What follows belongs to an exercise in optimizing a design on an open flow for small area and a short achievable clock period; a production flow would make more cautious choices. At most, simulation tests tie the RTL to the original design; equivalence was not proved. The RTL of run 2 was laid out without a check of its function. Power is estimated from default activity; no workload was simulated.

**run.sh**
```bash
#!/bin/bash
# synth_recipe.tcl (not shown) runs the flow's synth.tcl, then flattens the netlist and writes it again
# the make line also repeats each setting of config.mk as NAME=value (left out here)
make -C /OpenROAD-flow-scripts/flow DESIGN_CONFIG=/design/flow/config.mk WORK_HOME=/design/flow/orfs CLKGATE_MAP_FILE= SYNTH_SCRIPT=/design/flow/synth_recipe.tcl finish
```
**config.mk**
```make
export PLATFORM = sky130hd
export DESIGN_NAME = dmem_responder
export DESIGN_NICKNAME = dmem_responder
export VERILOG_FILES = /design/flow/design.v
export SDC_FILE = /design/flow/constraint.sdc
export NUM_CORES = 4
export LEC_CHECK = 0
export CAP_MARGIN = 20
export CORE_MARGIN = 2
export CORE_UTILIZATION = 40
export SLEW_MARGIN = 20
```
**constraint.sdc**
```tcl
create_clock -name core_clock -period 5.0 [get_ports {clk}]
set_input_delay 1.0000 -clock core_clock [delete_from_list [all_inputs] [get_ports {clk}]]
set_output_delay 1.0000 -clock core_clock [all_outputs]
set_load 0.01 [all_outputs]
```
**design.v**
```verilog
package mem_pkg;
  typedef enum logic [1:0] {
    IDLE = 2'd0,
    WAIT = 2'd1,
    DONE = 2'd2
  } mem_state_t;
  localparam int unsigned WAIT_W       = 4;
  localparam int unsigned DEF_ADDR_W   = 6;
  localparam int unsigned DEF_WAIT_CYC = 2;
  function automatic logic mem_fault_chk(input logic [31:0] addr, input logic is_byte,
                                         input int unsigned addr_w);
    logic [31:0] hi;
    hi = addr >> (addr_w + 2);
    mem_fault_chk = (!is_byte && (addr[1:0] != 2'b00)) || (hi != 32'd0);
  endfunction
endpackage
module dmem_ram #(
  parameter int unsigned ADDR_W = 6
) (
  input  logic              clk,
  input  logic              we,
  input  logic [3:0]        be,
  input  logic [ADDR_W-1:0] addr,
  input  logic [31:0]       wdata,
  output logic [31:0]       rdata
);
  logic [31:0] mem [0:(1<<ADDR_W)-1];
  always_ff @(posedge clk) begin
    if (we) begin
      for (int i = 0; i < 4; i++) begin
        if (be[i]) mem[addr][8*i +: 8] <= wdata[8*i +: 8];
      end
    end
  end
  assign rdata = mem[addr];
endmodule
module dmem_responder #(
  parameter int unsigned ADDR_W   = mem_pkg::DEF_ADDR_W,
  parameter int unsigned WAIT_CYC = mem_pkg::DEF_WAIT_CYC
) (
  input  logic        clk,
  input  logic        reset_n,
  input  logic        MemReq_M,
  input  logic        MemWrite_M,
  input  logic        ByteM,
  input  logic [31:0] ALUO_M,
  input  logic [31:0] WriteDataM,
  output logic [31:0] DataR_M,
  output logic        Mem_stall,
  output logic        Mem_fault
);
  localparam bit ZERO_WAIT = (WAIT_CYC == 0);
  mem_pkg::mem_state_t        state_q, state_d;
  logic [mem_pkg::WAIT_W-1:0] cnt_q, cnt_d;
  logic [31:0]       addr_q, wdata_q;
  logic              write_q, byte_q;
  logic [31:0]       data_q;
  logic              fault_q;
  logic [31:0] acc_addr, acc_wdata;
  logic        acc_byte, acc_fault;
  logic [1:0]  lane;
  logic [31:0] rword, load_data, ram_wdata;
  logic [3:0]  ram_be;
  logic        commit, ram_we;
  assign acc_addr  = ZERO_WAIT ? ALUO_M     : addr_q;
  assign acc_wdata = ZERO_WAIT ? WriteDataM : wdata_q;
  assign acc_byte  = ZERO_WAIT ? ByteM      : byte_q;
  assign acc_fault = mem_pkg::mem_fault_chk(acc_addr, acc_byte, ADDR_W);
  assign lane      = acc_addr[1:0];
  assign load_data = acc_fault ? 32'd0 :
                     acc_byte  ? {24'd0, rword[{lane, 3'b000} +: 8]} : rword;
  assign ram_be    = acc_byte ? (4'b0001 << lane) : 4'hF;
  assign ram_wdata = acc_byte ? {4{acc_wdata[7:0]}} : acc_wdata;
  assign commit = ZERO_WAIT ? (MemReq_M & MemWrite_M)
                            : ((state_q == mem_pkg::WAIT) && (cnt_q == '0) && write_q);
  assign ram_we = commit & ~acc_fault & reset_n;
  dmem_ram #(
    .ADDR_W (ADDR_W)
  ) u_ram (
    .clk   (clk),
    .we    (ram_we),
    .be    (ram_be),
    .addr  (acc_addr[ADDR_W+1:2]),
    .wdata (ram_wdata),
    .rdata (rword)
  );
  always_comb begin
    state_d = state_q;
    cnt_d   = cnt_q;
    unique case (state_q)
      mem_pkg::IDLE: begin
        if (MemReq_M && !ZERO_WAIT) begin
          state_d = mem_pkg::WAIT;
          cnt_d   = mem_pkg::WAIT_W'(WAIT_CYC - 1);
        end
      end
      mem_pkg::WAIT: begin
        if (cnt_q == '0) state_d = mem_pkg::DONE;
        else             cnt_d   = cnt_q - 1'b1;
      end
      mem_pkg::DONE:    state_d = mem_pkg::IDLE;
      default: state_d = mem_pkg::IDLE;
    endcase
  end
  always_ff @(posedge clk or negedge reset_n) begin
    if (!reset_n) begin
      state_q <= mem_pkg::IDLE;
      cnt_q   <= '0;
      addr_q  <= '0;
      wdata_q <= '0;
      write_q <= 1'b0;
      byte_q  <= 1'b0;
      data_q  <= '0;
      fault_q <= 1'b0;
    end else begin
      state_q <= state_d;
      cnt_q   <= cnt_d;
      if (state_q == mem_pkg::IDLE && MemReq_M) begin
        addr_q  <= ALUO_M;
        wdata_q <= WriteDataM;
        write_q <= MemWrite_M;
        byte_q  <= ByteM;
      end
      if (!ZERO_WAIT && state_q == mem_pkg::WAIT && cnt_q == '0) begin
        data_q  <= load_data;
        fault_q <= acc_fault;
      end
    end
  end
  assign Mem_stall = reset_n & (((state_q == mem_pkg::IDLE) & MemReq_M & !ZERO_WAIT) |
                                (state_q == mem_pkg::WAIT));
  assign Mem_fault = reset_n & (ZERO_WAIT ? (MemReq_M & acc_fault)
                                          : ((state_q == mem_pkg::DONE) & fault_q));
  assign DataR_M   = ZERO_WAIT ? (reset_n ? load_data : 32'd0) : data_q;
endmodule
```
==> results_tabular.tex, run 1 <==
\begin{tabular}{lr}
\hline
Metric & Value \\
\hline
\multicolumn{2}{l}{\textbf{Run status}} \\
Run status & no timing/DRC/antenna violations \\
\multicolumn{2}{l}{\textbf{STA}} \\
Shortest clock period the worst path allows after layout & roughly 4.5 ns \\
Clock Skew & 0.05323 ns \\
Final cycle utilization of the critical path & around 90\% \\
Worst-case hold slack & just under 0.5 ns \\
Number of endpoints with negative hold slack in the final report & 0 \\
Setup repair after global routing missed its margin & false \\
Slew HR & a little under 20\% \\
Final count of pins violating max slew & 0 \\
Fmax achieved & roughly 220 MHz \\
Finish-stage setup viols & 0 \\
Setup TNS Final & 0 ns \\
Worst Max-Slew Pin Slew & approximately 1.2 ns \\
\multicolumn{2}{l}{\textbf{Clock network}} \\
Number of buffers added by the clock tree synthesis step & 210 \\
Post-cts sizing count & 0 \\
Latest clock arrival within the worst-skew pair & approximately 0.87 ns \\
Root Buffer Master & sky130\_fd\_sc\_hd\_\_clkbuf\_16 \\
Deepest level of the CTS H-tree & 4 \\
Cts-stage hold buffer count & 1 \\
CTS tree & built \\
CTS sink count & between 2000 and 2500 \\
CTS Buffer Depth & 3 \\
Buffer count from post-CTS setup fixing & 0 \\
Clock edge transition at the registers on the reported setup and hold paths & around 0.060 ns \\
\multicolumn{2}{l}{\textbf{Global routing}} \\
Total track usage & a little over a quarter \\
Number of global-route vias before repair & approximately 49000 \\
Layer with the highest usage after global routing & met2 \\
Number of antenna violations at the first check in global routing & 9 \\
First-pass GRT wire length & roughly 390000 um \\
GR Util met1 & 34.47\% \\
Met2 routing resource usage after global routing & 39.42\% \\
Maximum number of pins on one net before global-route repair & just under 80 \\
Grt ovf & 0 \\
Met3 GRT Util & 7.392\% \\
\multicolumn{2}{l}{\textbf{Logic synthesis}} \\
Yosys Warn Count & 2 \\
Synth Area in XOR/XNOR & 0.02087\% \\
Fraction of registers with async set/reset & 4.877\% \\
Area share of and/or/nand/nor cells after synthesis & $\sim$4.1\% \\
Post-synthesis cell area & approximately 0.084 mm2 \\
Synthesized area per cell & around 17 um2 \\
Portion of netlist area occupied by mux cells & 8.377\% \\
Share of synthesized cell area in full adder, half adder and majority cells & less than 1\% \\
EDFF count, synth & between 2000 and 2500 \\
Number of standard cells after synthesis & 4881 \\
Most frequently used flop master after synthesis & sky130\_fd\_sc\_hd\_\_edfxtp\_1 \\
Yosys cell types & slightly below 80 \\
Post-synthesis compound-gate area fraction & 9.038\% \\
Dominant combinational cell family by area after synthesis & compound AO/OA/AOI/OAI gates \\
Proportion of synthesized chip area in sequential cells & around three quarters \\
Synthesized net count & 4951 \\
Synthesis-stage register bit count & approximately 2200 \\
\multicolumn{2}{l}{\textbf{Placed design}} \\
Post-detailed-placement cell area & $\sim$0.091 mm2 \\
Count of buffers from port buffering & slightly above 100 \\
Placer congestion estimate & just over 0.9 \\
Final HPWL from detailed placement & between 150000 and 200000 um \\
\multicolumn{2}{l}{\textbf{Power}} \\
Net Switching & roughly 0.023 W \\
Overall power after layout & 0.06258 W \\
Design internal power & just under 0.04 W \\
Power share of the sequential group & 38.4\% \\
Relative contribution of combinational cells to total power & a little over a third \\
Leakage Power & around 32 nW \\
Clk network pwr share & 26.2\% \\
Net switching share of the total power & 37.49\% \\
Power density of the placed cells & between 600 and 700 mW/mm2 \\
Maximum ir drop on the vdd rail & between 0.4 and 0.5 mV \\
\multicolumn{2}{l}{\textbf{Cells and area}} \\
Share of final-layout standard cells stronger than drive strength 1 & roughly a fifth \\
Area growth from synthesis to layout & 16.69\% \\
Number of nets in the layout & approximately 5300 \\
Post-route core utilization & 46.84\% \\
Area of all placed cells without fillers & $\sim$0.098 mm2 \\
\multicolumn{2}{l}{\textbf{Route}} \\
Via density per instance & about 6.2 \\
Post-route antenna net violation count & 0 \\
Wirelength, routed & $\sim$280000 um \\
Detailed-routing iteration count for the pre-antenna-repair pass & 8 \\
Post-DR wirelength/cell & 34.30 um \\
Total via count after detailed routing & approximately 51000 \\
Initial drt markers & 8089 \\
Total DRC errors in the routed layout & 0 \\
\multicolumn{2}{l}{\textbf{Critical path}} \\
Endpoint arrival time on the critical path & about 5.3 ns \\
Top cell by count, worst path & sky130\_fd\_sc\_hd\_\_buf\_12 \\
Kind of critical path & reg2reg \\
Crit path launch type & flop \\
Critical-path top delay cell & sky130\_fd\_sc\_hd\_\_dfrtp\_4 \\
Required time worst endpoint & about 5.8 ns \\
Delay of the slowest cell on the worst path & about 0.97 ns \\
Ordered list of cells on the worst path & buf\_12 > buf\_12 > buf\_4 > mux4\_2 > mux2i\_1 > o22ai\_1 > nor3\_1 > o211ai\_1 > o32a\_1 > nor2\_1 > o31ai\_1 \\
CP Max Fanout & 44 \\
CP Capture Type & flop \\
\multicolumn{2}{l}{\textbf{Floorplanning}} \\
Number of placed I/O pins & just over 100 \\
Core box area & around 0.21 mm2 \\
Die width & between 400 and 500 um \\
Die boundary height & approximately 460 um \\
Die ar. & 0.2136 mm2 \\
Site row count & 168 \\
Starting density of the core & about two fifths \\
\multicolumn{2}{l}{\textbf{Job}} \\
Max Cap Violations & 0 \\
\multicolumn{2}{l}{\textbf{Min path}} \\
Worst hold path type & reg2reg \\
\hline
\end{tabular}
[per-stage QoR]
stage / worst slack [ns] / instances
2_1_floorplan: 0.7798 / 4881
3_3_place_gp: 0.7349 / 7860
3_5_place_dp: 0.7280 / 7860
4_1_cts: 0.7142 / 8250
5_1_grt: 0.5082 / 8253
6_report: 0.4915 / 8258
[per-layer routing]
metal	up-vias	part of all wire, %
li1	20571	-
met2	3573	44
met4	6	5.6
met5	-	0.012
met1	26124	37
met3	658	13
[cells in the mapped netlist (all sizes together) (12+ instances only)]
library cell,number,area [um2]
edfxtp,2048,61500
nor2,381,1430
a221oi,263,2303
nand2,227,852.1
mux2i,217,2172
mux2,209,2361
buf,195,1059
a22oi,174,1306
o21ai,158,790.8
clkbuf,157,589.3
mux4,111,2500
dfrtp,105,2628
o22ai,103,644.4
a21oi,94,470.5
a22o,42,367.9
a221o,40,400.4
inv,32,120.1
o2bb2ai,23,201.4
a31oi,21,131.4
o22a,21,183.9
nand3,20,100.1
nand4,20,125.1
a222oi,18,180.2
nor4,17,112.6
nor3,15,80.08
nand2b,14,87.58
nor2b,12,75.07
o211ai,12,90.09
[cell families (layout without fill, tap and decap cells)]
kind of cell | count (synthesis) | in the layout
other | 0 | 6
XOR/XNOR | 2 | 2
AND/OR/NAND/NOR | 777 | 777
multiplexers | 537 | 537
adder cells (fa/ha/maj) | 1 | 1
AO/OA/AOI/OAI | 1027 | 1027
flip-flops | 2153 | 2153
buffers and inverters | 384 | 950
[area by class of cell]
type	count	area (um2)
Clock inverter	145	1602
Tap cell	2805	3510
Clock buffer	244	5482
Timing Repair Buffer	529	4609
Inverter	32	132.6
Multi-Input combinational cell	2344	18460
Sequential cell	2153	64150
Antenna cell	6	15.01
Fill cell	17584	111200
[flip-flops by register name, indices dropped and copies added, names as in the netlist, 2 cells and up]
signal and flops:
state_q 2, data_q 32, addr_q 32, u_ram.mem 2048, cnt_q 4, wdata_q 32
[worst max-delay path: cells and delay by family (launching register included)]
family	cells	cell delay, ns
AO/OA/AOI/OAI	4	1.25
flip-flops	1	0.97
buffers and inverters	3	0.90
AND/OR/NAND/NOR	2	0.58
multiplexers	2	0.48
[power groups by stage]
stage / logic (W) / registers (W) / clock network, W
floorplan: 0.0107 / 0.0248 / 0
global placement: 0.0213 / 0.0244 / 0
detailed placement: 0.0215 / 0.0244 / 0
CTS: 0.0216 / 0.0240 / 0.0165
global route: 0.0227 / 0.0240 / 0.0172
finish: 0.0222 / 0.0240 / 0.0164
[cell usage in the layout (no fill, tap or decap), types with 23 or more instances in the layout]
cell | synthesis | final
sky130_fd_sc_hd__o21ai_4 | 0 | 24
sky130_fd_sc_hd__inv_1 | 30 | 29
sky130_fd_sc_hd__o22ai_1 | 103 | 103
sky130_fd_sc_hd__clkbuf_16 | 0 | 214
sky130_fd_sc_hd__bufinv_16 | 0 | 30
sky130_fd_sc_hd__a22o_1 | 42 | 42
sky130_fd_sc_hd__buf_12 | 0 | 29
sky130_fd_sc_hd__buf_4 | 28 | 397
sky130_fd_sc_hd__o21ai_0 | 154 | 130
sky130_fd_sc_hd__dfrtp_1 | 105 | 93
sky130_fd_sc_hd__edfxtp_1 | 2048 | 2048
sky130_fd_sc_hd__a221o_1 | 40 | 40
sky130_fd_sc_hd__mux2i_1 | 217 | 217
sky130_fd_sc_hd__a21oi_1 | 94 | 94
sky130_fd_sc_hd__mux2_2 | 198 | 198
sky130_fd_sc_hd__clkbuf_1 | 157 | 28
sky130_fd_sc_hd__clkinv_1 | 0 | 53
sky130_fd_sc_hd__nand2_1 | 227 | 226
sky130_fd_sc_hd__clkinv_2 | 0 | 41
sky130_fd_sc_hd__mux4_2 | 111 | 111
sky130_fd_sc_hd__a221oi_1 | 263 | 263
sky130_fd_sc_hd__nor2_1 | 381 | 377
sky130_fd_sc_hd__clkdlybuf4s50_1 | 0 | 101
sky130_fd_sc_hd__a22oi_1 | 174 | 174
sky130_fd_sc_hd__o2bb2ai_1 | 23 | 23
[path summary, 6_finish.rpt]
| path | depth (start not counted) | start | slack (ns) | to |
|---|---|---|---|---|
| setup / recovery | 11 | addr_q[4]$_DFFE_PN0P_ | 0.49 | data_q[7]$_DFFE_PN0N_ |
| hold / removal | 2 | data_q[2]$_DFFE_PN0N_ | 0.49 | data_q[2]$_DFFE_PN0N_ |
| setup reg to reg | 11 | addr_q[4]$_DFFE_PN0P_ | 0.49 | data_q[7]$_DFFE_PN0N_ |
| hold reg to reg | 2 | data_q[2]$_DFFE_PN0N_ | 0.49 | data_q[2]$_DFFE_PN0N_ |
| max in group asynchronous | 3 | reset_n | 3.05 | byte_q$_DFFE_PN0P_ |
| min in group asynchronous | 2 | reset_n | 0.57 | data_q[16]$_DFFE_PN0N_ |
==> run 2: changes to the inputs <==
==> design.v (replaced) <==
package mem_pkg;
  localparam int unsigned DEF_ADDR_W   = 6;
  localparam int unsigned DEF_WAIT_CYC = 2;
  function automatic logic mem_fault_chk(input logic [31:0] addr, input logic is_byte,
                                         input int unsigned addr_w);
    logic [31:0] hi;
    hi = addr >> (addr_w + 2);
    mem_fault_chk = (!is_byte && (addr[1:0] != 2'b00)) || (hi != 32'd0);
  endfunction
endpackage
module dmem_ram #(
  parameter int unsigned ADDR_W = 6
) (
  input  logic                        clk,
  input  logic [(1<<ADDR_W)*4-1:0]    we,
  input  logic [31:0]                 wdata,
  input  logic [(1<<ADDR_W)-1:0]      rsel,
  output logic [31:0]                 rdata
);
  localparam int unsigned N = 1 << ADDR_W;
  logic [31:0] mem [0:N-1];
  always_ff @(posedge clk) begin
    for (int w = 0; w < N; w++) begin
      for (int i = 0; i < 4; i++) begin
        if (we[4*w+i]) mem[w][8*i +: 8] <= wdata[8*i +: 8];
      end
    end
  end
  always_comb begin
    rdata = '0;
    for (int w = 0; w < N; w++) rdata = rdata | (mem[w] & {32{rsel[w]}});
  end
endmodule
module dmem_responder #(
  parameter int unsigned ADDR_W   = mem_pkg::DEF_ADDR_W,
  parameter int unsigned WAIT_CYC = mem_pkg::DEF_WAIT_CYC
) (
  input  logic        clk,
  input  logic        reset_n,
  input  logic        MemReq_M,
  input  logic        MemWrite_M,
  input  logic        ByteM,
  input  logic [31:0] ALUO_M,
  input  logic [31:0] WriteDataM,
  output logic [31:0] DataR_M,
  output logic        Mem_stall,
  output logic        Mem_fault
);
  localparam int unsigned N = 1 << ADDR_W;
  logic           s0, s1, fault_o;
  logic [N-1:0]   wsel_q;
  logic [1:0]     lane_q;
  logic           write_q, byte_q;
  logic [31:0]    data_q;
  logic           fault_c;
  assign fault_c = mem_pkg::mem_fault_chk(ALUO_M, ByteM, ADDR_W);
  always_ff @(posedge clk or negedge reset_n) begin
    if (!reset_n) begin
      s0      <= 1'b0;
      s1      <= 1'b0;
      fault_o <= 1'b0;
    end else begin
      s0      <= ~s1 & (s0 | MemReq_M);
      s1      <= s0;
      fault_o <= s1 & s0 & fault_c;
    end
  end
  always_ff @(posedge clk) begin
    for (int w = 0; w < N; w++)
      wsel_q[w] <= (ALUO_M[ADDR_W+1:2] == ADDR_W'(w)) & ~fault_c;
    lane_q  <= ALUO_M[1:0];
    write_q <= MemWrite_M;
    byte_q  <= ByteM;
  end
  logic           commit;
  logic [3:0]     lsel;
  logic [N*4-1:0] we;
  logic [31:0]    wdata, rword;
  assign commit = s1 & s0 & write_q;
  always_comb begin
    for (int i = 0; i < 4; i++) lsel[i] = ~byte_q | (lane_q == 2'(i));
    for (int w = 0; w < N; w++)
      for (int i = 0; i < 4; i++) we[4*w+i] = commit & wsel_q[w] & lsel[i];
  end
  assign wdata = byte_q ? {4{WriteDataM[7:0]}} : WriteDataM;
  dmem_ram #(
    .ADDR_W (ADDR_W)
  ) u_ram (
    .clk   (clk),
    .we    (we),
    .wdata (wdata),
    .rsel  (wsel_q),
    .rdata (rword)
  );
  always_ff @(posedge clk or negedge reset_n) begin
    if (!reset_n) data_q <= '0;
    else if (s0) begin
      if (!s1)         data_q <= rword;
      else if (byte_q) data_q <= {24'd0, data_q[{lane_q, 3'b000} +: 8]};
    end
  end
  assign Mem_stall = s0 | (MemReq_M & reset_n & ~s1);
  assign Mem_fault = fault_o;
  assign DataR_M   = data_q;
endmodule
--- a/config.mk
+++ b/config.mk
@@ -8,4 +8,5 @@
 export CAP_MARGIN = 20
 export CORE_MARGIN = 2
 export CORE_UTILIZATION = 40
+export SETUP_SLACK_MARGIN = 2.4
 export SLEW_MARGIN = 20
==> run 2 against run 1 <==
  * Die area is 6.4% lower
  * Maximum frequency is 61% higher
  * Critical path depth is 7 lower
  * Sequential power is 17% lower
  * Utilization is 0.81 points higher
  * Total power is 40% lower
  * Routed wire length is 19% higher
  * Critical endpoint is now Mem_stall
==> results_tabular.tex, run 2 <==
\begin{tabular}{lr}
\hline
Metric & Value \\
\hline
\multicolumn{2}{l}{\textbf{Run status}} \\
Run status & no timing/DRC/antenna violations \\
\multicolumn{2}{l}{\textbf{Power}} \\
Power density of the placed cells & $\sim$400 mW/mm2 \\
Maximum ir drop on the vdd rail & 0.3153 mV \\
Relative contribution of combinational cells to total power & roughly 3.9\% \\
Net switching share of the total power & a little over a fifth \\
Clk network pwr share & between 40\% and 50\% \\
Leakage Power & around 30 nW \\
Design internal power & about 0.029 W \\
Net Switching & about 0.008 W \\
Power share of the sequential group & 53.1\% \\
\multicolumn{2}{l}{\textbf{Route}} \\
Met1 Wirelength & between 100000 and 150000 um \\
Initial drt markers & 10892 \\
Routed wire length on met3 & 57880 um \\
Wirelength, routed & between 300000 and 400000 um \\
Post-route antenna net violation count & 0 \\
Detailed-routing iteration count for the pre-antenna-repair pass & 8 \\
Total via count after detailed routing & around 52000 \\
Top Layer Used & met5 \\
Met2 Routed Length & about 140000 um \\
Total DRC errors in the routed layout & 0 \\
Post-DR wirelength/cell & 45.73 um \\
Via density per instance & 7.001 \\
\multicolumn{2}{l}{\textbf{Logic synthesis}} \\
Synthesized net count & 4307 \\
Post-synthesis cell area & $\sim$0.08 mm2 \\
Share of synthesized cell area in full adder, half adder and majority cells & 0\% \\
Synth Area in XOR/XNOR & 0\% \\
Most frequently used flop master after synthesis & sky130\_fd\_sc\_hd\_\_edfxtp\_1 \\
Number of standard cells after synthesis & about 4200 \\
Yosys Warn Count & 3 \\
Fraction of registers with async set/reset & 1.627\% \\
Cell type with the highest aggregate area in the netlist & sky130\_fd\_sc\_hd\_\_edfxtp\_1 \\
Synthesized area per cell & 18.53 um2 \\
Portion of netlist area occupied by mux cells & less than 1\% \\
Post-synthesis compound-gate area fraction & approximately 12\% \\
Cell types with the largest area share after synthesis & sky130\_fd\_sc\_hd\_\_edfxtp\_1 (78\%), sky130\_fd\_sc\_hd\_\_a22o\_1 (5.4\%), sky130\_fd\_sc\_hd\_\_a221oi\_1 (4.8\%) \\
Dominant combinational cell family by area after synthesis & compound AO/OA/AOI/OAI gates \\
Area share of the largest cell type after synthesis & between 70\% and 80\% \\
Synth top cells by count & sky130\_fd\_sc\_hd\_\_edfxtp\_1 (2048), sky130\_fd\_sc\_hd\_\_a22o\_1 (480), sky130\_fd\_sc\_hd\_\_a221oi\_1 (431) \\
EDFF count, synth & between 2000 and 2500 \\
Area share of and/or/nand/nor cells after synthesis & under 10\% \\
Proportion of synthesized chip area in sequential cells & between 80 and 90\% \\
Synthesis-stage register bit count & 2151 \\
Yosys cell types & 36 \\
Most frequent cell after synthesis & sky130\_fd\_sc\_hd\_\_edfxtp\_1 \\
\multicolumn{2}{l}{\textbf{Cells and area}} \\
Most common cell after layout, fill and taps aside & sky130\_fd\_sc\_hd\_\_edfxtp\_1 \\
Flip-flop count of the largest register after layout & 2048 \\
Regs by FF count & u\_ram.mem x2048, wsel\_q x64, data\_q x32 \\
Area growth from synthesis to layout & 18.32\% \\
Most flops, register & u\_ram.mem \\
Commonest cells after routing, fill and taps aside & sky130\_fd\_sc\_hd\_\_edfxtp\_1 (2048), sky130\_fd\_sc\_hd\_\_a22o\_1 (479), sky130\_fd\_sc\_hd\_\_a221oi\_1 (363) \\
Area of all placed cells without fillers & around 0.093 mm2 \\
Final cell count without fillers & approximately 7400 \\
Number of nets in the layout & approximately 4600 \\
Post-route core utilization & approximately 48\% \\
Share of final-layout standard cells stronger than drive strength 1 & a little under a quarter \\
\multicolumn{2}{l}{\textbf{STA}} \\
Finish-stage setup viols & 0 \\
Setup TNS Final & 0 ns \\
Final count of pins violating max slew & 0 \\
Clock Skew & about 0.037 ns \\
Setup repair after global routing missed its margin & true \\
Final setup slack of the worst path & $\sim$2.2 ns \\
Worst Max-Slew Pin Slew & between 0.9 and 1 ns \\
Fmax achieved & about 360 MHz \\
Number of endpoints with negative hold slack in the final report & 0 \\
Slew HR & 33.17\% \\
Shortest clock period the worst path allows after layout & about 2.8 ns \\
Final cycle utilization of the critical path & about 56\% \\
\multicolumn{2}{l}{\textbf{Clock network}} \\
Number of buffers added by the clock tree synthesis step & between 200 and 250 \\
CTS Buffer Depth & 3 \\
Clock edge transition at the registers on the reported setup and hold paths & roughly 0.060 ns \\
Root Buffer Master & sky130\_fd\_sc\_hd\_\_clkbuf\_16 \\
Deepest level of the CTS H-tree & 4 \\
Latest clock arrival within the worst-skew pair & about 0.87 ns \\
CTS sink count & 2151 \\
Cts-stage hold buffer count & 0 \\
CTS tree & built \\
\multicolumn{2}{l}{\textbf{Critical path}} \\
Worst-case register-to-register setup slack & $\sim$2.2 ns \\
CP Capture Type & output pin \\
Worst flop-to-flop path startpoint & s1\$\_DFF\_PN0\_ \\
Reg2Reg Capture Point & u\_ram.mem[27][26]\$\_DFFE\_PP\_ \\
Number of cells on the worst reg-to-reg path & 5 \\
Worst setup endpoint & Mem\_stall \\
CP Max Fanout & 2 \\
Endpoint arrival time on the critical path & between 1.5 and 2 ns \\
Required time worst endpoint & around 4 ns \\
Crit path from & s1\$\_DFF\_PN0\_ \\
Kind of critical path & reg2out \\
Crit path launch type & flop \\
\multicolumn{2}{l}{\textbf{Global routing}} \\
Total track usage & about a third \\
First-pass GRT wire length & approximately 440000 um \\
Grt ovf & 0 \\
Maximum number of pins on one net before global-route repair & between 60 and 70 \\
Number of global-route vias before repair & $\sim$47000 \\
Number of antenna violations at the first check in global routing & 19 \\
\multicolumn{2}{l}{\textbf{Placed design}} \\
Worst slack after detailed placement & 1.573 ns \\
Final HPWL from detailed placement & 213500 um \\
Number of placed instances, taps included & between 6000 and 7000 \\
Placer congestion estimate & 1.007 \\
Count of buffers from port buffering & 102 \\
Post-detailed-placement cell area & $\sim$0.083 mm2 \\
\multicolumn{2}{l}{\textbf{Floorplanning}} \\
Die width & $\sim$450 um \\
Die ar. & 0.1999 mm2 \\
Starting density of the core & 40.27\% \\
Die boundary height & 447.1 um \\
Core box area & roughly 0.19 mm2 \\
Site row count & 162 \\
Number of placed I/O pins & 103 \\
\multicolumn{2}{l}{\textbf{Min path}} \\
Worst hold path type & in2reg \\
\multicolumn{2}{l}{\textbf{Job}} \\
Max Cap Violations & 0 \\
\hline
\end{tabular}
run 2: what timing repair did:
action | CTS | global route
setup buffers | 65 | 25
pin swaps | 18 | 23
endpoints found under the setup margin | 2304 | 1299
resized for setup | 438 | 136
run 2: cells by family (layout without fill, tap and decap cells):
kind of cell / after synthesis / count (layout)
AO/OA/AOI/OAI: 1095 / 1095
multiplexers: 8 / 8
flip-flops: 2151 / 2151
other: 0 / 8
buffers and inverters: 347 / 842
AND/OR/NAND/NOR: 637 / 637
run 2: cell type report:
| class | count | area, um2 |
|---|---|---|
| Fill cell | 16179 | 102100 |
| Sequential cell | 2151 | 63980 |
| Multi-Input combinational cell | 1740 | 14710 |
| Clock buffer | 277 | 5682 |
| Timing Repair Buffer | 420 | 3864 |
| Tap cell | 2624 | 3283 |
| Clock inverter | 119 | 1264 |
| Inverter | 26 | 123.9 |
| Antenna cell | 8 | 20.02 |
run 2: layer usage:
layer  vias up  global-route usage [%]
met3      1263                   13.08
met4        24                   22.95
li1      18501                       -
met1     26083                   41.44
met2      5691                   46.87
met5         -                  0.4151
run 2: stage by stage:
| stage | hold WS [ns] | total power [W] |
|---|---|---|
| floorplan | 0.4539 | 0.02075 |
| global placement | 0.5575 | 0.02155 |
| detailed placement | 0.5555 | 0.02158 |
| CTS | 0.4896 | 0.03735 |
| global route | 0.5219 | 0.03812 |
| finish | 0.5262 | 0.03749 |
run 2: worst min path at each step:
stage / endpoint / from / slack [ns] / cells after the start
global placement: data_q[2]$_DFFE_PN0P_ / data_q[2]$_DFFE_PN0P_ / 0.56 / 2
detailed placement: data_q[2]$_DFFE_PN0P_ / data_q[2]$_DFFE_PN0P_ / 0.56 / 2
floorplan: s1$_DFF_PN0_ / s0$_DFF_PN0_ / 0.45 / 0
global route: u_ram.mem[6][0]$_DFFE_PP_ / WriteDataM[0] / 0.52 / 1
finish: u_ram.mem[59][0]$_DFFE_PP_ / WriteDataM[0] / 0.53 / 1
CTS: u_ram.mem[6][0]$_DFFE_PP_ / WriteDataM[0] / 0.49 / 1
run 2: worst max-delay path, cell delays in order (launching register included):
cell and delay [ns]:
sky130_fd_sc_hd__dfrtp_1 0.40, sky130_fd_sc_hd__buf_12 0.16, sky130_fd_sc_hd__clkinv_16 0.06, sky130_fd_sc_hd__a31o_2 0.20, sky130_fd_sc_hd__buf_6 0.11
run 2: power by group through the flow:
stage / clock (W) / sequential (W) / combinational, W
after floorplan: 0 / 0.0203 / 0.000469
after global placement: 0 / 0.0203 / 0.00125
after detailed placement: 0 / 0.0203 / 0.00128
after CTS: 0.0161 / 0.0199 / 0.00136
after global routing: 0.0168 / 0.0199 / 0.00148
final: 0.0161 / 0.0199 / 0.00145
==> run 3: changes to the inputs <==
--- a/design.v
+++ b/design.v
@@ -47,40 +47,38 @@
   output logic        Mem_fault
 );
   localparam int unsigned N = 1 << ADDR_W;
-  logic           s0, s1, fault_o;
-  logic [N-1:0]   wsel_q;
-  logic [1:0]     lane_q;
-  logic           write_q, byte_q;
-  logic [31:0]    data_q;
-  logic           fault_c;
-  assign fault_c = mem_pkg::mem_fault_chk(ALUO_M, ByteM, ADDR_W);
+  logic              s0, s1;
+  logic [ADDR_W+1:0] addr_q;
+  logic              write_q, byte_q, fault_q;
+  logic [31:0]       data_q;
   always_ff @(posedge clk or negedge reset_n) begin
     if (!reset_n) begin
-      s0      <= 1'b0;
-      s1      <= 1'b0;
-      fault_o <= 1'b0;
+      s0 <= 1'b0;
+      s1 <= 1'b0;
     end else begin
-      s0      <= ~s1 & (s0 | MemReq_M);
-      s1      <= s0;
-      fault_o <= s1 & s0 & fault_c;
+      s0 <= ~s1 & (s0 | MemReq_M);
+      s1 <= s0;
     end
   end
   always_ff @(posedge clk) begin
-    for (int w = 0; w < N; w++)
-      wsel_q[w] <= (ALUO_M[ADDR_W+1:2] == ADDR_W'(w)) & ~fault_c;
-    lane_q  <= ALUO_M[1:0];
+    addr_q  <= ALUO_M[ADDR_W+1:0];
     write_q <= MemWrite_M;
     byte_q  <= ByteM;
+    fault_q <= mem_pkg::mem_fault_chk(ALUO_M, ByteM, ADDR_W);
   end
-  logic           commit;
-  logic [3:0]     lsel;
+  logic [N-1:0] wsel;
+  logic [3:0]   lsel;
+  always_comb begin
+    for (int w = 0; w < N; w++) wsel[w] = (addr_q[ADDR_W+1:2] == ADDR_W'(w)) & ~fault_q;
+    for (int i = 0; i < 4; i++) lsel[i] = ~byte_q | (addr_q[1:0] == 2'(i));
+  end
+  logic         commit;
   logic [N*4-1:0] we;
-  logic [31:0]    wdata, rword;
+  logic [31:0]  wdata, rword, load_data;
   assign commit = s1 & s0 & write_q;
   always_comb begin
-    for (int i = 0; i < 4; i++) lsel[i] = ~byte_q | (lane_q == 2'(i));
     for (int w = 0; w < N; w++)
-      for (int i = 0; i < 4; i++) we[4*w+i] = commit & wsel_q[w] & lsel[i];
+      for (int i = 0; i < 4; i++) we[4*w+i] = commit & wsel[w] & lsel[i];
   end
   assign wdata = byte_q ? {4{WriteDataM[7:0]}} : WriteDataM;
   dmem_ram #(
@@ -89,17 +87,18 @@
     .clk   (clk),
     .we    (we),
     .wdata (wdata),
-    .rsel  (wsel_q),
+    .rsel  (wsel),
     .rdata (rword)
   );
+  always_comb begin
+    if (byte_q) load_data = {24'd0, rword[{addr_q[1:0], 3'b000} +: 8]};
+    else        load_data = rword;
+  end
   always_ff @(posedge clk or negedge reset_n) begin
-    if (!reset_n) data_q <= '0;
-    else if (s0) begin
-      if (!s1)         data_q <= rword;
-      else if (byte_q) data_q <= {24'd0, data_q[{lane_q, 3'b000} +: 8]};
-    end
+    if (!reset_n)     data_q <= '0;
+    else if (s1 & s0) data_q <= load_data;
   end
   assign Mem_stall = s0 | (MemReq_M & reset_n & ~s1);
-  assign Mem_fault = fault_o;
+  assign Mem_fault = s1 & ~s0 & fault_q;
   assign DataR_M   = data_q;
 endmodule
--- a/config.mk
+++ b/config.mk
@@ -8,5 +8,4 @@
 export CAP_MARGIN = 20
 export CORE_MARGIN = 2
 export CORE_UTILIZATION = 40
-export SETUP_SLACK_MARGIN = 2.4
 export SLEW_MARGIN = 20
==> run 3 against run 2 <==
  * Still clean on timing, DRC and antenna
  * Critical path depth is 7 higher
  * Maximum frequency is 42% lower
  * First-iteration DRC count is 18% higher
  * Flip-flop and latch count is 58 lower
  * Count of clock-buffer cells in the layout is 2 lower
  * Sequential power hardly changed
  * Global-route usage is 4.9 points higher
  * Worst setup slack worse by 2.0 ns
  * Clock power is 4% lower
  * Die area is 0.70% higher
  * Synthesized cell count is 13% higher
  * Largest power group unchanged
==> results_tabular.tex, run 3 <==
\begin{tabular}{lr}
\hline
Metric & Value \\
\hline
\multicolumn{2}{l}{\textbf{Logic synthesis}} \\
Area share of the largest cell type after synthesis & just under 80\% \\
Synthesized net count & 4846 \\
Synthesis-stage register bit count & approximately 2100 \\
Most frequent cell after synthesis & sky130\_fd\_sc\_hd\_\_edfxtp\_1 \\
Number of standard cells after synthesis & 4777 \\
Yosys Warn Count & 3 \\
EDFF count, synth & about 2000 \\
Cell type with the highest aggregate area in the netlist & sky130\_fd\_sc\_hd\_\_edfxtp\_1 \\
Synth top cells by count & sky130\_fd\_sc\_hd\_\_edfxtp\_1 (2048), sky130\_fd\_sc\_hd\_\_a22oi\_1 (589), sky130\_fd\_sc\_hd\_\_nor2\_1 (358) \\
Proportion of synthesized chip area in sequential cells & about four fifths \\
Fraction of registers with async set/reset & 1.624\% \\
Yosys cell types & between 80 and 90 \\
Cell types with the largest area share after synthesis & sky130\_fd\_sc\_hd\_\_edfxtp\_1 (78\%), sky130\_fd\_sc\_hd\_\_a22oi\_1 (5.6\%), sky130\_fd\_sc\_hd\_\_nor2\_1 (1.7\%) \\
Synthesized area per cell & 16.56 um2 \\
Most frequently used flop master after synthesis & sky130\_fd\_sc\_hd\_\_edfxtp\_1 \\
Post-synthesis cell area & around 0.079 mm2 \\
\multicolumn{2}{l}{\textbf{Cells and area}} \\
Share of final-layout standard cells stronger than drive strength 1 & 19.55\% \\
Regs by FF count & u\_ram.mem x2048, data\_q x32, addr\_q x8 \\
Commonest cells after routing, fill and taps aside & sky130\_fd\_sc\_hd\_\_edfxtp\_1 (2048), sky130\_fd\_sc\_hd\_\_a22oi\_1 (589), sky130\_fd\_sc\_hd\_\_buf\_4 (520) \\
Most flops, register & u\_ram.mem \\
Area growth from synthesis to layout & 18.78\% \\
Final cell count without fillers & 8155 \\
Flip-flop count of the largest register after layout & 2048 \\
Layout fillers & between 15000 and 20000 \\
Number of nets in the layout & between 5000 and 6000 \\
Most common cell after layout, fill and taps aside & sky130\_fd\_sc\_hd\_\_edfxtp\_1 \\
\multicolumn{2}{l}{\textbf{Power}} \\
Power density of the placed cells & 391.4 mW/mm2 \\
Leakage Power & $\sim$30 nW \\
Maximum ir drop on the vdd rail & between 0.3 and 0.4 mV \\
\multicolumn{2}{l}{\textbf{Critical path}} \\
CP Max Fanout & between 40 and 50 \\
Endpoint arrival time on the critical path & $\sim$5.7 ns \\
CP Capture Type & flop \\
Kind of critical path & reg2reg \\
Required time worst endpoint & 5.83 ns \\
Crit path launch type & flop \\
\multicolumn{2}{l}{\textbf{STA}} \\
Number of endpoints with negative hold slack in the final report & 0 \\
Worst Max-Slew Pin Slew & 1.293 ns \\
Setup repair after global routing missed its margin & false \\
Fmax achieved & approximately 210 MHz \\
Final count of pins violating max slew & 0 \\
Worst-case hold slack & $\sim$0.20 ns \\
Clock Skew & $\sim$0.050 ns \\
Slew HR & between 10\% and 20\% \\
Finish-stage setup viols & 0 \\
Setup TNS Final & 0 ns \\
Final cycle utilization of the critical path & around 97\% \\
Shortest clock period the worst path allows after layout & 4.854 ns \\
\multicolumn{2}{l}{\textbf{Global routing}} \\
Total track usage & a little under two fifths \\
Number of global-route vias before repair & 51454 \\
First-pass GRT wire length & $\sim$500000 um \\
Number of antenna violations at the first check in global routing & 38 \\
Grt ovf & 0 \\
Maximum number of pins on one net before global-route repair & 67 \\
\multicolumn{2}{l}{\textbf{Floorplanning}} \\
Die boundary height & approximately 450 um \\
Core box area & 0.1968 mm2 \\
Die ar. & around 0.20 mm2 \\
Die width & approximately 450 um \\
Starting density of the core & between 40\% and 50\% \\
Site row count & 163 \\
Number of placed I/O pins & 103 \\
\multicolumn{2}{l}{\textbf{Clock network}} \\
CTS sink count & 2093 \\
Deepest level of the CTS H-tree & 4 \\
Latest clock arrival within the worst-skew pair & roughly 0.90 ns \\
Number of buffers added by the clock tree synthesis step & roughly 210 \\
CTS tree & built \\
CTS Buffer Depth & 3 \\
Buffer count from post-CTS setup fixing & 0 \\
Post-cts sizing count & 0 \\
Root Buffer Master & sky130\_fd\_sc\_hd\_\_clkbuf\_16 \\
Clock edge transition at the registers on the reported setup and hold paths & about 0.060 ns \\
Cts-stage hold buffer count & 0 \\
\multicolumn{2}{l}{\textbf{Route}} \\
Detailed-routing iteration count for the pre-antenna-repair pass & 10 \\
Total via count after detailed routing & roughly 57000 \\
Post-DR wirelength/cell & 47.99 um \\
Total DRC errors in the routed layout & 0 \\
Initial drt markers & $\sim$13000 \\
Wirelength, routed & approximately 390000 um \\
Post-route antenna net violation count & 0 \\
Via density per instance & approximately 7 \\
\multicolumn{2}{l}{\textbf{Placed design}} \\
Number of placed instances, taps included & a little under 8000 \\
Placer congestion estimate & roughly 1.1 \\
Final HPWL from detailed placement & 259300 um \\
Count of buffers from port buffering & 102 \\
\multicolumn{2}{l}{\textbf{Job}} \\
Max Cap Violations & 0 \\
\multicolumn{2}{l}{\textbf{Run status}} \\
Run status & no timing/DRC/antenna violations \\
\multicolumn{2}{l}{\textbf{Min path}} \\
Worst hold path type & in2async \\
\hline
\end{tabular}
run 3: changes by cell type after synthesis, moves of 78 or more:
cell / before / now
sky130_fd_sc_hd__a221oi_1: 431 / 55
sky130_fd_sc_hd__a22o_1: 480 / 95
sky130_fd_sc_hd__a22oi_1: 96 / 589
sky130_fd_sc_hd__buf_6: 86 / 8
sky130_fd_sc_hd__nand2_1: 100 / 178
sky130_fd_sc_hd__nand3_1: 12 / 199
sky130_fd_sc_hd__nor2_1: 264 / 358
run 3: cell families after synthesis:
group | synth area share, %
muxes | 0.8780
and+or+nand+nor | 6.797
buffers and inverters | 2.036
DFF | 79.12
AOI/OAI and AO/OA | 11.17
run 3: critical path, stage by stage (launching register included):
cell and delay, ns:
sky130_fd_sc_hd__dfxtp_4 0.69, sky130_fd_sc_hd__buf_4 0.40, sky130_fd_sc_hd__nor4b_4 0.58, sky130_fd_sc_hd__buf_4 0.63, sky130_fd_sc_hd__buf_4 0.37, sky130_fd_sc_hd__a22oi_1 0.10, sky130_fd_sc_hd__a21oi_1 0.75, sky130_fd_sc_hd__a2111oi_0 0.21
sky130_fd_sc_hd__and3_1 0.30, sky130_fd_sc_hd__nor2_1 0.36, sky130_fd_sc_hd__buf_4 0.18, sky130_fd_sc_hd__o32a_1 0.14
run 3: area by class of cell:
class | count | area, um2 | share of cell area, %
clock inverters | 112 | 1061 | 1.129
multi-input cells | 2327 | 15690 | 16.71
clock buffers | 275 | 5580 | 5.940
flip-flops and latches | 2093 | 62600 | 66.63
inverters | 28 | 105.1 | 0.1119
repair buffers | 654 | 5535 | 5.892
diodes | 26 | 65.06 | 0.06926
well taps | 2640 | 3303 | 3.516
run 3: worst paths after layout:
kind / to / start / cells after the start / slack (ns)
worst max register to register: data_q[1]$_DFFE_PN0P_ / addr_q[2]$_DFF_P_ / 11 / 0.15
max in group asynchronous: data_q[21]$_DFFE_PN0P_ / reset_n / 2 / 4.32
worst min register to register: s1$_DFF_PN0_ / s0$_DFF_PN0_ / 0 / 0.47
min in group core_clock: s1$_DFF_PN0_ / s0$_DFF_PN0_ / 0 / 0.47
worst max-delay path: data_q[1]$_DFFE_PN0P_ / addr_q[2]$_DFF_P_ / 11 / 0.15
worst min-delay path: data_q[15]$_DFFE_PN0P_ / reset_n / 2 / 0.20
run 3: metrics by stage:
stage / area (um2) / power, W / worst slack, ns / util, %
6_report: 93940 / 0.03677 / 0.1460 / 47.73
5_1_grt: 93880 / 0.03736 / 0.4376 / 47.70
4_1_cts: 93800 / 0.03659 / 0.1983 / 47.66
3_5_place_dp: 87160 / 0.02151 / 0.2053 / 44.29
3_3_place_gp: 87030 / 0.02148 / 0.2221 / 44.22
2_1_floorplan: 79090 / 0.02048 / 0.7499 / -
run 3: where the power goes:
part	internal (W)	switching, W
clock network	0.00859	0.00694
logic	0.000403	0.00129
registers	0.0194	0.000161
total	0.0284	0.00839
run 3: routing by layer:
layer	share of wire, %	vias up	global-route usage [%]
li1	-	20702	-
met1	33	28757	46.79
met2	41	6235	52.55
met3	17	1526	16.88
met4	9.5	30	27.88
met5	0.15	-	1.681
==> run 4: changes to the inputs <==
==> design.v (replaced) <==
package mem_pkg;
  localparam int unsigned DEF_ADDR_W   = 6;
  localparam int unsigned DEF_WAIT_CYC = 2;
  function automatic logic mem_fault_chk(input logic [31:0] addr, input logic is_byte,
                                         input int unsigned addr_w);
    logic [31:0] hi;
    hi = addr >> (addr_w + 2);
    mem_fault_chk = (!is_byte && (addr[1:0] != 2'b00)) || (hi != 32'd0);
  endfunction
endpackage
module dmem_ram #(
  parameter int unsigned ADDR_W = 6
) (
  input  logic                        clk,
  input  logic [(1<<ADDR_W)*4-1:0]    we,
  input  logic [31:0]                 wdata,
  input  logic [(1<<ADDR_W)-1:0]      rsel,
  output logic [31:0]                 rdata_lo,
  output logic [31:0]                 rdata_hi
);
  localparam int unsigned N = 1 << ADDR_W;
  logic [31:0] mem [0:N-1];
  always_ff @(posedge clk) begin
    for (int w = 0; w < N; w++) begin
      for (int i = 0; i < 4; i++) begin
        if (we[4*w+i]) mem[w][8*i +: 8] <= wdata[8*i +: 8];
      end
    end
  end
  always_comb begin
    rdata_lo = '0;
    rdata_hi = '0;
    for (int w = 0; w < N/2; w++) begin
      rdata_lo = rdata_lo | (mem[w]       & {32{rsel[w]}});
      rdata_hi = rdata_hi | (mem[w + N/2] & {32{rsel[w + N/2]}});
    end
  end
endmodule
module dmem_responder #(
  parameter int unsigned ADDR_W   = mem_pkg::DEF_ADDR_W,
  parameter int unsigned WAIT_CYC = mem_pkg::DEF_WAIT_CYC
) (
  input  logic        clk,
  input  logic        reset_n,
  input  logic        MemReq_M,
  input  logic        MemWrite_M,
  input  logic        ByteM,
  input  logic [31:0] ALUO_M,
  input  logic [31:0] WriteDataM,
  output logic [31:0] DataR_M,
  output logic        Mem_stall,
  output logic        Mem_fault
);
  localparam int unsigned N = 1 << ADDR_W;
  logic           s0, s1, fault_o;
  logic           busy_o, done_o;
  logic [N-1:0]   wsel_q;
  logic [1:0]     lane_q;
  logic [3:0]     lwe_q;
  logic           byte_q;
  logic [31:0]    data_q;
  logic           fault_c;
  assign fault_c = mem_pkg::mem_fault_chk(ALUO_M, ByteM, ADDR_W);
  always_ff @(posedge clk or negedge reset_n) begin
    if (!reset_n) begin
      s0      <= 1'b0;
      s1      <= 1'b0;
      fault_o <= 1'b0;
      busy_o  <= 1'b0;
      done_o  <= 1'b0;
    end else begin
      s0      <= ~s1 & (s0 | MemReq_M);
      s1      <= s0;
      fault_o <= s1 & s0 & fault_c;
      busy_o  <= ~done_o & (busy_o | MemReq_M);
      done_o  <= busy_o;
    end
  end
  always_ff @(posedge clk) begin
    for (int w = 0; w < N; w++)
      wsel_q[w] <= (ALUO_M[ADDR_W+1:2] == ADDR_W'(w)) & ~fault_c;
    lane_q  <= ALUO_M[1:0];
    byte_q  <= ByteM;
  end
  always_ff @(posedge clk or negedge reset_n) begin
    if (!reset_n) lwe_q <= '0;
    else
      for (int i = 0; i < 4; i++)
        lwe_q[i] <= s0 & ~s1 & MemWrite_M & (~ByteM | (ALUO_M[1:0] == 2'(i)));
  end
  logic [N*4-1:0] we;
  logic [31:0]    wdata, rword_lo, rword_hi, hi_q, word;
  always_comb begin
    for (int w = 0; w < N; w++)
      for (int i = 0; i < 4; i++) we[4*w+i] = wsel_q[w] & lwe_q[i];
  end
  assign wdata = byte_q ? {4{WriteDataM[7:0]}} : WriteDataM;
  dmem_ram #(
    .ADDR_W (ADDR_W)
  ) u_ram (
    .clk   (clk),
    .we    (we),
    .wdata (wdata),
    .rsel  (wsel_q),
    .rdata_lo (rword_lo),
    .rdata_hi (rword_hi)
  );
  always_ff @(posedge clk) hi_q <= rword_hi;
  assign word = data_q | hi_q;
  always_ff @(posedge clk or negedge reset_n) begin
    if (!reset_n) data_q <= '0;
    else if (s0) begin
      if (!s1)         data_q <= rword_lo;
      else if (byte_q) data_q <= {24'd0, word[{lane_q, 3'b000} +: 8]};
      else             data_q <= word;
    end
  end
  assign Mem_stall = busy_o | (MemReq_M & reset_n & ~done_o);
  assign Mem_fault = fault_o;
  assign DataR_M   = data_q;
endmodule
--- a/config.mk
+++ b/config.mk
@@ -7,5 +7,9 @@
 export LEC_CHECK = 0
 export CAP_MARGIN = 20
 export CORE_MARGIN = 2
-export CORE_UTILIZATION = 40
+export CORE_UTILIZATION = 65
+export CTS_CLUSTER_DIAMETER = 80
+export CTS_CLUSTER_SIZE = 30
+export PLACE_DENSITY = 0.75
+export SETUP_SLACK_MARGIN = 2.55
 export SLEW_MARGIN = 20
==> run 4 against run 3 <==
  * Sequential share of layout area up 9.5 points
  * Final cell count down 25%
  * Clock power down 43%
  * Maximum frequency up 92%
  * First-iteration DRC count down 27%
  * Sequential power up 4%
  * Clock skew down 0.0046 ns
  * Count of clock-buffer cells in the layout down 154
  * Final area down 9.6%
  * Die area down 38%
  * Total power down 18%
  * Critical path depth down 9
  * Critical endpoint is now u_ram.mem[32][25]$_DFFE_PP_
  * Largest cell class unchanged
  * Largest power group unchanged
  * Highest routed layer unchanged
==> results_tabular.tex, run 4 <==
\begin{tabular}{lr}
\hline
Metric & Value \\
\hline
\multicolumn{2}{l}{\textbf{Logic synthesis}} \\
Fraction of registers with async set/reset & 1.874\% \\
Most frequently used flop master after synthesis & sky130\_fd\_sc\_hd\_\_edfxtp\_1 \\
Yosys Warn Count & 3 \\
Synth top cells by count & sky130\_fd\_sc\_hd\_\_edfxtp\_1 (2048), sky130\_fd\_sc\_hd\_\_a22oi\_1 (991), sky130\_fd\_sc\_hd\_\_and2\_1 (260) \\
Number of standard cells after synthesis & between 4000 and 5000 \\
Area share of the largest cell type after synthesis & between 70\% and 80\% \\
Proportion of synthesized chip area in sequential cells & around 81\% \\
Cell types with the largest area share after synthesis & sky130\_fd\_sc\_hd\_\_edfxtp\_1 (77\%), sky130\_fd\_sc\_hd\_\_a22oi\_1 (9.4\%), sky130\_fd\_sc\_hd\_\_dfxtp\_1 (2.5\%) \\
Post-synthesis cell area & just under 0.08 mm2 \\
Yosys cell types & 39 \\
Cell type with the highest aggregate area in the netlist & sky130\_fd\_sc\_hd\_\_edfxtp\_1 \\
EDFF count, synth & between 2000 and 2500 \\
Synthesized area per cell & 18.07 um2 \\
Synthesized net count & approximately 4500 \\
Most frequent cell after synthesis & sky130\_fd\_sc\_hd\_\_edfxtp\_1 \\
Synthesis-stage register bit count & about 2200 \\
\multicolumn{2}{l}{\textbf{Critical path}} \\
Endpoint arrival time on the critical path & 2.88 ns \\
CP Capture Type & flop \\
Kind of critical path & reg2reg \\
Crit path launch type & flop \\
CP Max Fanout & 22 \\
Required time worst endpoint & $\sim$5.4 ns \\
\multicolumn{2}{l}{\textbf{Global routing}} \\
First-pass GRT wire length & 334400 um \\
Maximum number of pins on one net before global-route repair & 65 \\
Total track usage & around two fifths \\
Number of global-route vias before repair & 43874 \\
Number of antenna violations at the first check in global routing & 6 \\
Grt ovf & 0 \\
\multicolumn{2}{l}{\textbf{Clock network}} \\
CTS sink count & 2188 \\
Number of buffers added by the clock tree synthesis step & 86 \\
CTS tree & built \\
Root Buffer Master & sky130\_fd\_sc\_hd\_\_clkbuf\_16 \\
Latest clock arrival within the worst-skew pair & about 0.74 ns \\
Clock edge transition at the registers on the reported setup and hold paths & 0.11 ns \\
Deepest level of the CTS H-tree & 3 \\
Cts-stage hold buffer count & 0 \\
CTS Buffer Depth & 3 \\
\multicolumn{2}{l}{\textbf{Route}} \\
Total via count after detailed routing & between 40000 and 50000 \\
Detailed-routing iteration count for the pre-antenna-repair pass & 6 \\
Via density per instance & 7.665 \\
Post-DR wirelength/cell & 39.79 um \\
Initial drt markers & between 9000 and 10000 \\
Post-route antenna net violation count & 0 \\
Wirelength, routed & 243400 um \\
Total DRC errors in the routed layout & 0 \\
\multicolumn{2}{l}{\textbf{STA}} \\
Final cycle utilization of the critical path & 50.51\% \\
Clock Skew & 0.04515 ns \\
Number of endpoints with negative hold slack in the final report & 0 \\
Fmax achieved & between 300 and 400 MHz \\
Setup TNS Final & 0 ns \\
Shortest clock period the worst path allows after layout & roughly 2.5 ns \\
Final count of pins violating max slew & 0 \\
Finish-stage setup viols & 0 \\
Worst Max-Slew Pin Slew & roughly 1 ns \\
Setup repair after global routing missed its margin & true \\
Slew HR & a little under a third \\
Worst-case hold slack & 0.4254 ns \\
\multicolumn{2}{l}{\textbf{Cells and area}} \\
Commonest cells after routing, fill and taps aside & sky130\_fd\_sc\_hd\_\_edfxtp\_1 (2048), sky130\_fd\_sc\_hd\_\_a22oi\_1 (991), sky130\_fd\_sc\_hd\_\_and2\_1 (260) \\
Number of nets in the layout & 4508 \\
Most common cell after layout, fill and taps aside & sky130\_fd\_sc\_hd\_\_edfxtp\_1 \\
Flip-flop count of the largest register after layout & about 2000 \\
Area growth from synthesis to layout & 6.858\% \\
Regs by FF count & u\_ram.mem x2048, wsel\_q x64 \\
Most flops, register & u\_ram.mem \\
Share of final-layout standard cells stronger than drive strength 1 & 10.98\% \\
\multicolumn{2}{l}{\textbf{Min path}} \\
Worst hold path type & in2async \\
\multicolumn{2}{l}{\textbf{Placed design}} \\
Count of buffers from port buffering & 102 \\
Final HPWL from detailed placement & 150600 um \\
Placer congestion estimate & between 0.9 and 1 \\
\multicolumn{2}{l}{\textbf{Power}} \\
Power density of the placed cells & between 300 and 400 mW/mm2 \\
Leakage Power & around 26 nW \\
Maximum ir drop on the vdd rail & around 0.3 mV \\
\multicolumn{2}{l}{\textbf{Job}} \\
Max Cap Violations & 0 \\
\multicolumn{2}{l}{\textbf{Floorplanning}} \\
Core box area & between 0.1 and 0.15 mm2 \\
Starting density of the core & around two thirds \\
Die width & 353.7 um \\
Die ar. & 0.1251 mm2 \\
Site row count & approximately 130 \\
Number of placed I/O pins & 103 \\
Die boundary height & 353.7 um \\
\multicolumn{2}{l}{\textbf{Run status}} \\
Run status & no timing/DRC/antenna violations \\
\hline
\end{tabular}
-- run 4: changes by cell type in the layout (fill, tap and decap cells not counted), sizes merged, moves of 88 or more --
cell / change
a22oi: +435
buf: -363
nor2: -292
and2: +254
nand3: -193
nand4: +163
nand2: -154
clkbuf: -153
a22o: -95
dfxtp: +88
-- run 4: power by group --
group / switching [W] / internal, W
combinational: 0.000853 / 0.000227
sequential: 0.000110 / 0.0201
clock: 0.00536 / 0.00351
total: 0.00632 / 0.0239
-- run 4: final timing paths --
| check | end | slack (ns) | start | cells past startpoint |
|---|---|---|---|---|
| setup / recovery | u_ram.mem[32][25]$_DFFE_PP_ | 2.47 | wsel_q[32]$_DFF_P_ | 2 |
| hold / removal | done_o$_DFF_PN0_ | 0.43 | reset_n | 2 |
| setup reg to reg | u_ram.mem[32][25]$_DFFE_PP_ | 2.47 | wsel_q[32]$_DFF_P_ | 2 |
| hold reg to reg | busy_o$_DFF_PN0_ | 0.44 | done_o$_DFF_PN0_ | 1 |
| max in group asynchronous | lwe_q[3]$_DFF_PN0_ | 4.01 | reset_n | 2 |
| min in group core_clock | busy_o$_DFF_PN0_ | 0.44 | done_o$_DFF_PN0_ | 1 |
-- run 4: timing repair --
item | 4_1_cts | 5_1_grt
hold endpoints to repair | 0 | 0
gates resized for setup | 176 | 20
pin swaps | 0 | 1
setup endpoints to repair | 944 | 318
buffers inserted | 24 | 0
cloned | 0 | 1
-- run 4: worst max-delay path, stage by stage, from the launching register on --
cell and delay (ns):
sky130_fd_sc_hd__dfxtp_2 0.74, sky130_fd_sc_hd__buf_4 0.57, sky130_fd_sc_hd__and2_1 0.79
-- run 4: final cells by class --
| cell class | count | area (um2) |
|---|---|---|
| Clock buffer | 121 | 2400 |
| Tap cell | 1625 | 2033 |
| Timing Repair Buffer | 262 | 2112 |
| Fill cell | 7393 | 36630 |
| Multi-Input combinational cell | 1868 | 13420 |
| Clock inverter | 17 | 198.9 |
| Sequential cell | 2188 | 64630 |
| Inverter | 33 | 123.9 |
| Antenna cell | 3 | 7.507 |
-- run 4: cell families (layout without fill, tap and decap cells) --
family | Yosys count | count (layout) | share of synthesized area (%)
and+or+nand+nor | 733 | 733 | 5.617
buffers and inverters | 343 | 433 | 2.508
other | 0 | 3 | 0
DFF | 2188 | 2188 | 81.17
AOI/OAI and AO/OA | 1134 | 1135 | 10.71
-- run 4: metal layers --
layer	track usage [%]	part of all wire (%)	up-vias	wire [um]
met5	0	0.015	-	37
met4	16.94	5.6	2	13750
met3	12.41	18	752	43540
met2	55.92	43	4699	105500
met1	54.45	33	23344	80630
li1	-	-	18091	-
-- run 4: per-stage QoR --
stage | worst slack (ns) | cell area (um2) | std cells | utilization (%) | total power (W)
2_1_floorplan | 2.623 | 79560 | 4398 | - | 0.02105
3_3_place_gp | 1.805 | 82020 | 5950 | 67.48 | 0.02167
3_5_place_dp | 1.783 | 82020 | 5950 | 67.48 | 0.02171
4_1_cts | 2.389 | 84790 | 6112 | 69.75 | 0.03009
5_1_grt | 2.479 | 84920 | 6114 | 69.86 | 0.03079
6_report | 2.474 | 84920 | 6117 | 69.86 | 0.03020
==> run 5: changes to the inputs <==
--- a/design.v
+++ b/design.v
@@ -53,7 +53,7 @@
 );
   localparam int unsigned N = 1 << ADDR_W;
   logic           s0, s1, fault_o;
-  logic           busy_o, done_o;
+  logic           nbusy_o, done_o;
   logic [N-1:0]   wsel_q;
   logic [1:0]     lane_q;
   logic [3:0]     lwe_q;
@@ -66,14 +66,14 @@
       s0      <= 1'b0;
       s1      <= 1'b0;
       fault_o <= 1'b0;
-      busy_o  <= 1'b0;
+      nbusy_o <= 1'b1;
       done_o  <= 1'b0;
     end else begin
       s0      <= ~s1 & (s0 | MemReq_M);
       s1      <= s0;
       fault_o <= s1 & s0 & fault_c;
-      busy_o  <= ~done_o & (busy_o | MemReq_M);
-      done_o  <= busy_o;
+      nbusy_o <= done_o | (nbusy_o & ~MemReq_M);
+      done_o  <= ~nbusy_o;
     end
   end
   always_ff @(posedge clk) begin
@@ -115,7 +115,7 @@
       else             data_q <= word;
     end
   end
-  assign Mem_stall = busy_o | (MemReq_M & reset_n & ~done_o);
+  assign Mem_stall = ~(nbusy_o & ~(MemReq_M & reset_n & ~done_o));
   assign Mem_fault = fault_o;
   assign DataR_M   = data_q;
 endmodule
--- a/config.mk
+++ b/config.mk
@@ -11,5 +11,5 @@
 export CTS_CLUSTER_DIAMETER = 80
 export CTS_CLUSTER_SIZE = 30
 export PLACE_DENSITY = 0.75
-export SETUP_SLACK_MARGIN = 2.55
+export SETUP_SLACK_MARGIN = 2.65
 export SLEW_MARGIN = 20
==> run 5 against run 4 <==
  * Register-to-register slack better by 0.12 ns
  * Die area down 0.25%
  * Utilization down 0.22 points
  * Sequential share of layout area up 0.35 points
  * Clock skew down 0.0080 ns
  * Total power down 0.79%
  * Combinational power about the same
  * Routed wire length down 4.2%
  * Synthesized cell count unchanged
  * Sequential power about the same
  * Maximum frequency up 2.0%
  * Largest cell class unchanged
  * Largest power group unchanged
==> results_tabular.tex, run 5 <==
\begin{tabular}{lr}
\hline
Metric & Value \\
\hline
\multicolumn{2}{l}{\textbf{Power}} \\
Power density of the placed cells & 354.4 mW/mm2 \\
Leakage Power & 25.92 nW \\
Maximum ir drop on the vdd rail & roughly 0.27 mV \\
\multicolumn{2}{l}{\textbf{Logic synthesis}} \\
Most frequent cell after synthesis & sky130\_fd\_sc\_hd\_\_edfxtp\_1 \\
Most frequently used flop master after synthesis & sky130\_fd\_sc\_hd\_\_edfxtp\_1 \\
Fraction of registers with async set/reset & approximately 1.9\% \\
Synthesized net count & 4467 \\
Number of standard cells after synthesis & between 4000 and 5000 \\
Synthesized area per cell & 18.02 um2 \\
Cell type with the highest aggregate area in the netlist & sky130\_fd\_sc\_hd\_\_edfxtp\_1 \\
Yosys Warn Count & 3 \\
Synth top cells by count & sky130\_fd\_sc\_hd\_\_edfxtp\_1 (2048), sky130\_fd\_sc\_hd\_\_a22oi\_1 (1021), sky130\_fd\_sc\_hd\_\_and2\_1 (260) \\
Area share of the largest cell type after synthesis & 77.58\% \\
Yosys cell types & 40 \\
EDFF count, synth & 2048 \\
Cell types with the largest area share after synthesis & sky130\_fd\_sc\_hd\_\_edfxtp\_1 (78\%), sky130\_fd\_sc\_hd\_\_a22oi\_1 (9.7\%), sky130\_fd\_sc\_hd\_\_dfxtp\_1 (2.5\%) \\
Synthesis-stage register bit count & about 2200 \\
Post-synthesis cell area & roughly 0.08 mm2 \\
Proportion of synthesized chip area in sequential cells & 81.38\% \\
\multicolumn{2}{l}{\textbf{Run status}} \\
Run status & no timing/DRC/antenna violations \\
\multicolumn{2}{l}{\textbf{Cells and area}} \\
FF+latch area & $\sim$0.065 mm2 \\
Regs by FF count & u\_ram.mem x2048, wsel\_q x64 \\
Area growth from synthesis to layout & 6.653\% \\
Final cell count without fillers & 6112 \\
Most flops, register & u\_ram.mem \\
Commonest cells after routing, fill and taps aside & sky130\_fd\_sc\_hd\_\_edfxtp\_1 (2048), sky130\_fd\_sc\_hd\_\_a22oi\_1 (1021), sky130\_fd\_sc\_hd\_\_and2\_1 (258) \\
Flip-flop count of the largest register after layout & roughly 2000 \\
Layout fillers & roughly 7600 \\
Area of combinational cells with multiple inputs & approximately 0.013 mm2 \\
Most common cell after layout, fill and taps aside & sky130\_fd\_sc\_hd\_\_edfxtp\_1 \\
Share of final-layout standard cells stronger than drive strength 1 & 9.521\% \\
Number of nets in the layout & roughly 4500 \\
\multicolumn{2}{l}{\textbf{Global routing}} \\
Number of global-route vias before repair & between 40000 and 50000 \\
Maximum number of pins on one net before global-route repair & 65 \\
Met2 routing resource usage after global routing & 55.42\% \\
Grt ovf & 0 \\
Number of antenna violations at the first check in global routing & 9 \\
GR Util met1 & a little over half \\
Total track usage & approximately 37\% \\
First-pass GRT wire length & between 300000 and 400000 um \\
Met3 GRT Util & 9.271\% \\
Layer with the highest usage after global routing & met2 \\
\multicolumn{2}{l}{\textbf{STA}} \\
Setup TNS Final & 0 ns \\
Final cycle utilization of the critical path & around half \\
Setup repair after global routing missed its margin & true \\
Clock Skew & approximately 0.037 ns \\
Finish-stage setup viols & 0 \\
Final count of pins violating max slew & 0 \\
Slew HR & between 20 and 25\% \\
Fmax achieved & roughly 400 MHz \\
Number of endpoints with negative hold slack in the final report & 0 \\
Worst Max-Slew Pin Slew & 1.152 ns \\
Shortest clock period the worst path allows after layout & 2.477 ns \\
\multicolumn{2}{l}{\textbf{Min path}} \\
Worst hold path type & in2reg \\
\multicolumn{2}{l}{\textbf{Floorplanning}} \\
Number of placed I/O pins & about 100 \\
Die boundary height & approximately 350 um \\
Die ar. & around 0.12 mm2 \\
Core box area & roughly 0.12 mm2 \\
Site row count & between 100 and 150 \\
Starting density of the core & about two thirds \\
Die width & 353.2 um \\
\multicolumn{2}{l}{\textbf{Clock network}} \\
Clock edge transition at the registers on the reported setup and hold paths & between 0.1 and 0.15 ns \\
Number of buffers added by the clock tree synthesis step & 83 \\
Root Buffer Master & sky130\_fd\_sc\_hd\_\_clkbuf\_16 \\
CTS sink count & 2188 \\
Deepest level of the CTS H-tree & 3 \\
CTS Buffer Depth & 3 \\
Latest clock arrival within the worst-skew pair & around 0.73 ns \\
CTS tree & built \\
\multicolumn{2}{l}{\textbf{Route}} \\
Wirelength, routed & approximately 230000 um \\
Via density per instance & between 7 and 8 \\
Total DRC errors in the routed layout & 0 \\
Total via count after detailed routing & 46062 \\
Initial drt markers & 8578 \\
Post-DR wirelength/cell & $\sim$38 um \\
Post-route antenna net violation count & 0 \\
Detailed-routing iteration count for the pre-antenna-repair pass & 7 \\
\multicolumn{2}{l}{\textbf{Critical path}} \\
Crit path launch type & input pin \\
CP Max Fanout & 2 \\
Kind of critical path & in2out \\
Required time worst endpoint & 4.00 ns \\
CP Capture Type & output pin \\
Worst-case register-to-register setup slack & 2.59 ns \\
Endpoint arrival time on the critical path & 1.48 ns \\
\multicolumn{2}{l}{\textbf{Placed design}} \\
Count of buffers from port buffering & a little over 100 \\
Placer congestion estimate & between 0.9 and 1 \\
Number of placed instances, taps included & 5922 \\
Final HPWL from detailed placement & 142200 um \\
\multicolumn{2}{l}{\textbf{Job}} \\
Max Cap Violations & 0 \\
\hline
\end{tabular}
==> run 5: final cells by class <==
type	count	area share (%)
Sequential cell	2188	76.45
Inverter	33	0.1465
Clock buffer	147	2.841
Timing Repair Buffer	242	2.415
Tap cell	1625	2.405
Antenna cell	2	0.005920
Clock inverter	7	0.09768
Multi-Input combinational cell	1868	15.64
==> run 5: cells by family after synthesis <==
| family | Yosys count | share of synthesized area, % |
|---|---|---|
| buf+inv | 343 | 2.454 |
| flops | 2188 | 81.38 |
| compound gates | 1135 | 10.55 |
| simple gates | 732 | 5.619 |
==> run 5: power breakdown <==
group          switching [W]  leakage (nW)  total, W  internal, W
Combinational       0.000796          4.93   0.00105     0.000255
Clock                0.00521          1.19   0.00860      0.00339
Sequential          0.000158          19.8    0.0203       0.0201
==> run 5: final timing paths <==
kind                                    start                           to  cells past startpoint
setup / recovery                      reset_n                    Mem_stall                      4
hold / removal                       MemReq_M            nbusy_o$_DFF_PN1_                      2
setup reg to reg           wsel_q[50]$_DFF_P_  u_ram.mem[50][26]$_DFFE_PP_                      2
hold reg to reg             nbusy_o$_DFF_PN1_             done_o$_DFF_PN0_                      1
max in group asynchronous             reset_n           lwe_q[3]$_DFF_PN0_                      2
min in group asynchronous             reset_n           lwe_q[2]$_DFF_PN0_                      2
==> run 5: layer usage <==
layer  vias to the layer above  share of wire (%)
li1                      18058                  -
met1                     23199                 34
met2                      4158                 45
met3                       637                 16
met4                        10                5.3
met5                         -              0.029
==> run 5: critical path, cell delays in order <==
cell	delay, ns
sky130_fd_sc_hd__buf_6	0.14
sky130_fd_sc_hd__nand2_1	0.08
sky130_fd_sc_hd__o21ai_2	0.10
sky130_fd_sc_hd__buf_2	0.14
==> run 5: repair_timing <==
action,CTS,global route
setup buffers,29,4
endpoints found under the setup margin,1606,255
endpoints found under the hold margin,0,0
gates resized for setup,207,23
cloned,0,1
pin swaps,0,1
hold buffers,0,0
==> run 5: through the flow <==
step                      cell area (um2)  utilization (%)  setup WS [ns]  total power [W]  hold WS (ns)
after floorplan                     79510                -          2.623          0.02106        0.4227
after global placement              81640            67.25          1.652          0.02165        0.4439
after detailed placement            81640            67.25          1.697          0.02169        0.4474
after CTS                           84420            69.54          2.369          0.02988        0.4769
after global routing                84540            69.64          2.500          0.03057        0.4602
final                               84540            69.64          2.523          0.02996        0.4499

Re-timed with assumed drivers on the ports (clkbuf_16 on the clock, buf_2 on other inputs), run 5 has 2.456 ns of setup slack against 2.523 ns with ideal ports, and 1.954 ns once port delays also move by the mid clock arrival of 0.790 ns.
